This is an optimization exercise on Yosys and OpenROAD, whose aim is small area, not a production implementation. Function was checked by simulation only, so behaviour that the tests miss may differ from the original. Power and IR drop assume default switching activity.

==> inputs of try-harbor <==
## user_logic
module user_logic (
    input  wire  tck,
    input  wire  rst_n_i,
    input  wire  test_logic_reset_i,
    input  wire  ir_is_user_i,
    input  wire  capture_dr_i,
    input  wire  shift_dr_i,
    input  wire  update_dr_i,
    input  wire  tdi_i,
    output logic tdo_o
);
clock: 10.0 ns
lec_check: 0
cap_margin: 30
core_margin: 2
core_utilization: 70
cts_buf_list: sky130_fd_sc_hd__clkbuf_8
cts_cluster_diameter: 50
cts_cluster_size: 16
place_density: 0.8
slew_margin: 20
run.sh (not shown) runs the stock make flow with config.mk's settings and CLKGATE_MAP_FILE= SYNTH_SCRIPT=/design/flow/synth_recipe.tcl, a recipe that flattens the netlist after the stock synthesis.
==> try-zinc: changes against try-harbor <==
==> flow/design.v (replaced) <==
`timescale 1ns/1ps
`default_nettype none
module user_logic (
    input  wire  tck,
    input  wire  rst_n_i,
    input  wire  test_logic_reset_i,
    input  wire  ir_is_user_i,
    input  wire  capture_dr_i,
    input  wire  shift_dr_i,
    input  wire  update_dr_i,
    input  wire  tdi_i,
    output logic tdo_o
);
    localparam int NE = 128;
    localparam int NN = 64;
    typedef enum logic [2:0] {
        CS_LOAD, CS_CLEAR, CS_BPASS, CS_SCAN, CS_PULL, CS_WAIT, CS_DONE
    } cstate_e;
    typedef enum logic [2:0] {
        PS_OP, PS_SRC, PS_DST, PS_START, PS_END
    } pstate_e;
    logic [7:0] in_q;
    always_ff @(posedge tck) begin
        if (!rst_n_i || test_logic_reset_i) begin
            in_q <= '0;
        end else if (shift_dr_i && ir_is_user_i) begin
            in_q <= {tdi_i, in_q[7:1]};
        end
    end
    logic upd;
    assign upd = update_dr_i && ir_is_user_i;
    cstate_e    cs_q;
    pstate_e    ps_q;
    logic [5:0] src_q;
    logic [5:0] start_q;
    logic [5:0] end_q;
    logic       ins;
    always_ff @(posedge tck) begin
        if (!rst_n_i) begin
            ps_q    <= PS_OP;
            start_q <= '0;
            end_q   <= '0;
        end else if (upd && cs_q == CS_LOAD) begin
            case (ps_q)
                PS_OP: begin
                    case (in_q)
                        8'h01:   ps_q <= PS_SRC;
                        8'h02:   ps_q <= PS_START;
                        8'h03:   ps_q <= PS_END;
                        default: ps_q <= PS_OP;
                    endcase
                end
                PS_SRC: begin
                    src_q <= in_q[5:0];
                    ps_q  <= PS_DST;
                end
                PS_START: begin
                    start_q <= in_q[5:0];
                    ps_q    <= PS_OP;
                end
                PS_END: begin
                    end_q <= in_q[5:0];
                    ps_q  <= PS_OP;
                end
                default: begin
                    ps_q <= PS_OP;
                end
            endcase
        end
    end
    assign ins = upd && cs_q == CS_LOAD && ps_q == PS_DST;
    logic [11:0] er_q [NE];
    logic [11:0] dl_q [3];
    logic [6:0]  kk_q;
    logic        any_q;
    logic [11:0] coarse;
    logic [11:0] tap;
    assign coarse = er_q[{kk_q[6:2], 2'b00}];
    always_comb begin
        case (kk_q[1:0])
            2'd0:    tap = coarse;
            2'd1:    tap = dl_q[0];
            2'd2:    tap = dl_q[1];
            default: tap = dl_q[2];
        endcase
    end
    always_ff @(posedge tck) begin
        dl_q[0] <= coarse;
        dl_q[1] <= dl_q[0];
        dl_q[2] <= dl_q[1];
        er_q[0] <= ins ? {src_q, in_q[5:0]} : tap;
        for (int i = 1; i < NE; i++) begin
            er_q[i] <= er_q[i-1];
        end
    end
    always_ff @(posedge tck) begin
        if (!rst_n_i) begin
            kk_q  <= '0;
            any_q <= 1'b0;
        end else if (ins) begin
            any_q <= 1'b1;
            if (any_q) begin
                kk_q <= kk_q + 1'b1;
            end
        end
    end
    logic [5:0] e_src;
    logic [5:0] e_dst;
    assign e_src = er_q[0][11:6];
    assign e_dst = er_q[0][5:0];
    logic [16:0] nr_q [NN];
    logic [5:0]  p_q;
    logic [5:0]  rd_node;
    logic [5:0]  rd_pos;
    logic [16:0] rd;
    assign rd_node = (cs_q == CS_DONE) ? end_q : e_src;
    assign rd_pos  = p_q + ~rd_node;
    assign rd      = nr_q[rd_pos];
    logic [15:0] acc_q;
    logic [5:0]  tgt_q;
    logic [6:0]  pc_q;
    logic [6:0]  sc_q;
    logic        pulled_q;
    logic        wr;
    logic        clr_d;
    logic        clr_b;
    logic [63:0] hit;
    logic        bset;
    logic [5:0]  bpos;
    logic        ready_tail;
    logic        pass_end;
    assign wr       = cs_q == CS_WAIT && p_q == tgt_q;
    assign clr_d    = cs_q == CS_LOAD || cs_q == CS_CLEAR;
    assign clr_b    = clr_d || (cs_q == CS_SCAN && !sc_q[6] && !nr_q[NN-1][16]);
    assign bset     = cs_q == CS_BPASS && any_q && !rd[16];
    assign bpos     = p_q + ~e_dst;
    assign pass_end = pc_q == kk_q;
    assign ready_tail = !nr_q[NN-1][16] && !nr_q[NN-1][0];
    assign hit        = bset ? (64'd1 << bpos) : 64'd0;
    always_ff @(posedge tck) begin
        if (wr) begin
            nr_q[0] <= {1'b1, acc_q};
        end else begin
            nr_q[0] <= {nr_q[NN-1][16] && !clr_d, nr_q[NN-1][15:1],
                        (nr_q[NN-1][0] && !clr_b) || hit[NN-1]};
        end
        for (int i = 1; i < NN; i++) begin
            nr_q[i] <= {nr_q[i-1][16:1], nr_q[i-1][0] || hit[i-1]};
        end
    end
    always_ff @(posedge tck) begin
        if (!rst_n_i) begin
            cs_q <= CS_LOAD;
            p_q  <= '0;
        end else begin
            p_q <= p_q + 1'b1;
            case (cs_q)
                CS_LOAD: begin
                    if (upd && ps_q == PS_OP && in_q == 8'h04) begin
                        cs_q <= CS_CLEAR;
                    end
                end
                CS_CLEAR: begin
                    if (sc_q == 7'd63) begin
                        cs_q <= CS_BPASS;
                    end
                end
                CS_BPASS: begin
                    if (pass_end) begin
                        cs_q <= CS_SCAN;
                    end
                end
                CS_SCAN: begin
                    if (sc_q[6]) begin
                        cs_q <= pulled_q ? CS_BPASS : CS_DONE;
                    end else if (ready_tail) begin
                        cs_q <= CS_PULL;
                    end
                end
                CS_PULL: begin
                    if (pass_end) begin
                        cs_q <= CS_WAIT;
                    end
                end
                CS_WAIT: begin
                    if (wr) begin
                        cs_q <= CS_SCAN;
                    end
                end
                default: begin
                    cs_q <= CS_DONE;
                end
            endcase
        end
    end
    always_ff @(posedge tck) begin
        case (cs_q)
            CS_LOAD: begin
                sc_q <= '0;
            end
            CS_CLEAR: begin
                sc_q <= sc_q + 1'b1;
                pc_q <= '0;
            end
            CS_BPASS: begin
                pc_q     <= pc_q + 1'b1;
                sc_q     <= '0;
                pulled_q <= 1'b0;
            end
            CS_SCAN: begin
                pc_q <= '0;
                if (!sc_q[6]) begin
                    sc_q <= sc_q + 1'b1;
                    if (ready_tail) begin
                        tgt_q    <= p_q;
                        acc_q    <= 16'(p_q == start_q);
                        pulled_q <= 1'b1;
                    end
                end
            end
            CS_PULL: begin
                pc_q <= pc_q + 1'b1;
                if (any_q && e_dst == tgt_q) begin
                    acc_q <= acc_q + rd[15:0];
                end
            end
            default: ;
        endcase
    end
    logic [4:0] pos_q;
    logic       cap_q;
    always_ff @(posedge tck) begin
        if (!rst_n_i || test_logic_reset_i) begin
            pos_q <= 5'd17;
            cap_q <= 1'b0;
            tdo_o <= 1'b0;
        end else if (ir_is_user_i && capture_dr_i) begin
            pos_q <= '0;
            cap_q <= cs_q == CS_DONE;
            tdo_o <= cs_q == CS_DONE;
        end else if (ir_is_user_i && shift_dr_i && pos_q != 5'd17) begin
            pos_q <= pos_q + 1'b1;
            tdo_o <= cap_q && !pos_q[4] && rd[pos_q[3:0]];
        end
    end
endmodule
`default_nettype wire
==> qor summary <==
| quantity | try-zinc | try-harbor |
|---|---|---|
| Result of the run | finished clean | finished clean |
| Total Power | 19.2 mW | 16.9 mW |
| Uppermost signal routing layer after detailed routing | met5 | met4 |
| Die width | 323 µm | 307 µm |
| Distinct cells, synth | 103 | 77 |
| Sequential Power Share | 0.604 | 0.676 |
| Worst slack at placement | 1330 ps | 3180 ps |
| Total internal power | 13.8 mW | 13.3 mW |
| Tap Cells | 1357 | 1176 |
| Number of fill cells | 6080 | 4830 |
| Worst-case hold path end point | er_q[110][4] | er_q[92][1] |
| Comb power frac | 0.125 | 0.026 |
| Overall die area | 0.104 mm² | 0.0940 mm² |
| Number of multi-input combinational cells | 2194 | 1224 |
| Register cell area after layout | 0.0548 mm² | 0.0550 mm² |

port drivers added, routing unchanged:
The results above use ideal ports. As a check the final layouts listed here were re-extracted and re-timed, cells and wires unchanged.
Step 1 assumes that a clkbuf_16 drives the clock port and a buf_2 every other input.
Step 2 also shifts input and output timing later by t, the mid clock arrival at the registers, as if the neighbouring blocks saw the same clock.
Three values: ideal ports, drivers, drivers and shift; two values: the first two.
run	t, ns	setup slack, ns	worst setup path after step 2	worst register clock-pin slew, ns	worst data-port slew with drivers (ns)
try-harbor	0.959	3.413 / 3.413 / 3.413	register to register	0.12 / 0.12	0.07
try-zinc	1.026	1.289 / 1.289 / 1.289	register to register	0.11 / 0.11	0.05
After both steps setup and hold are still met in every run listed.
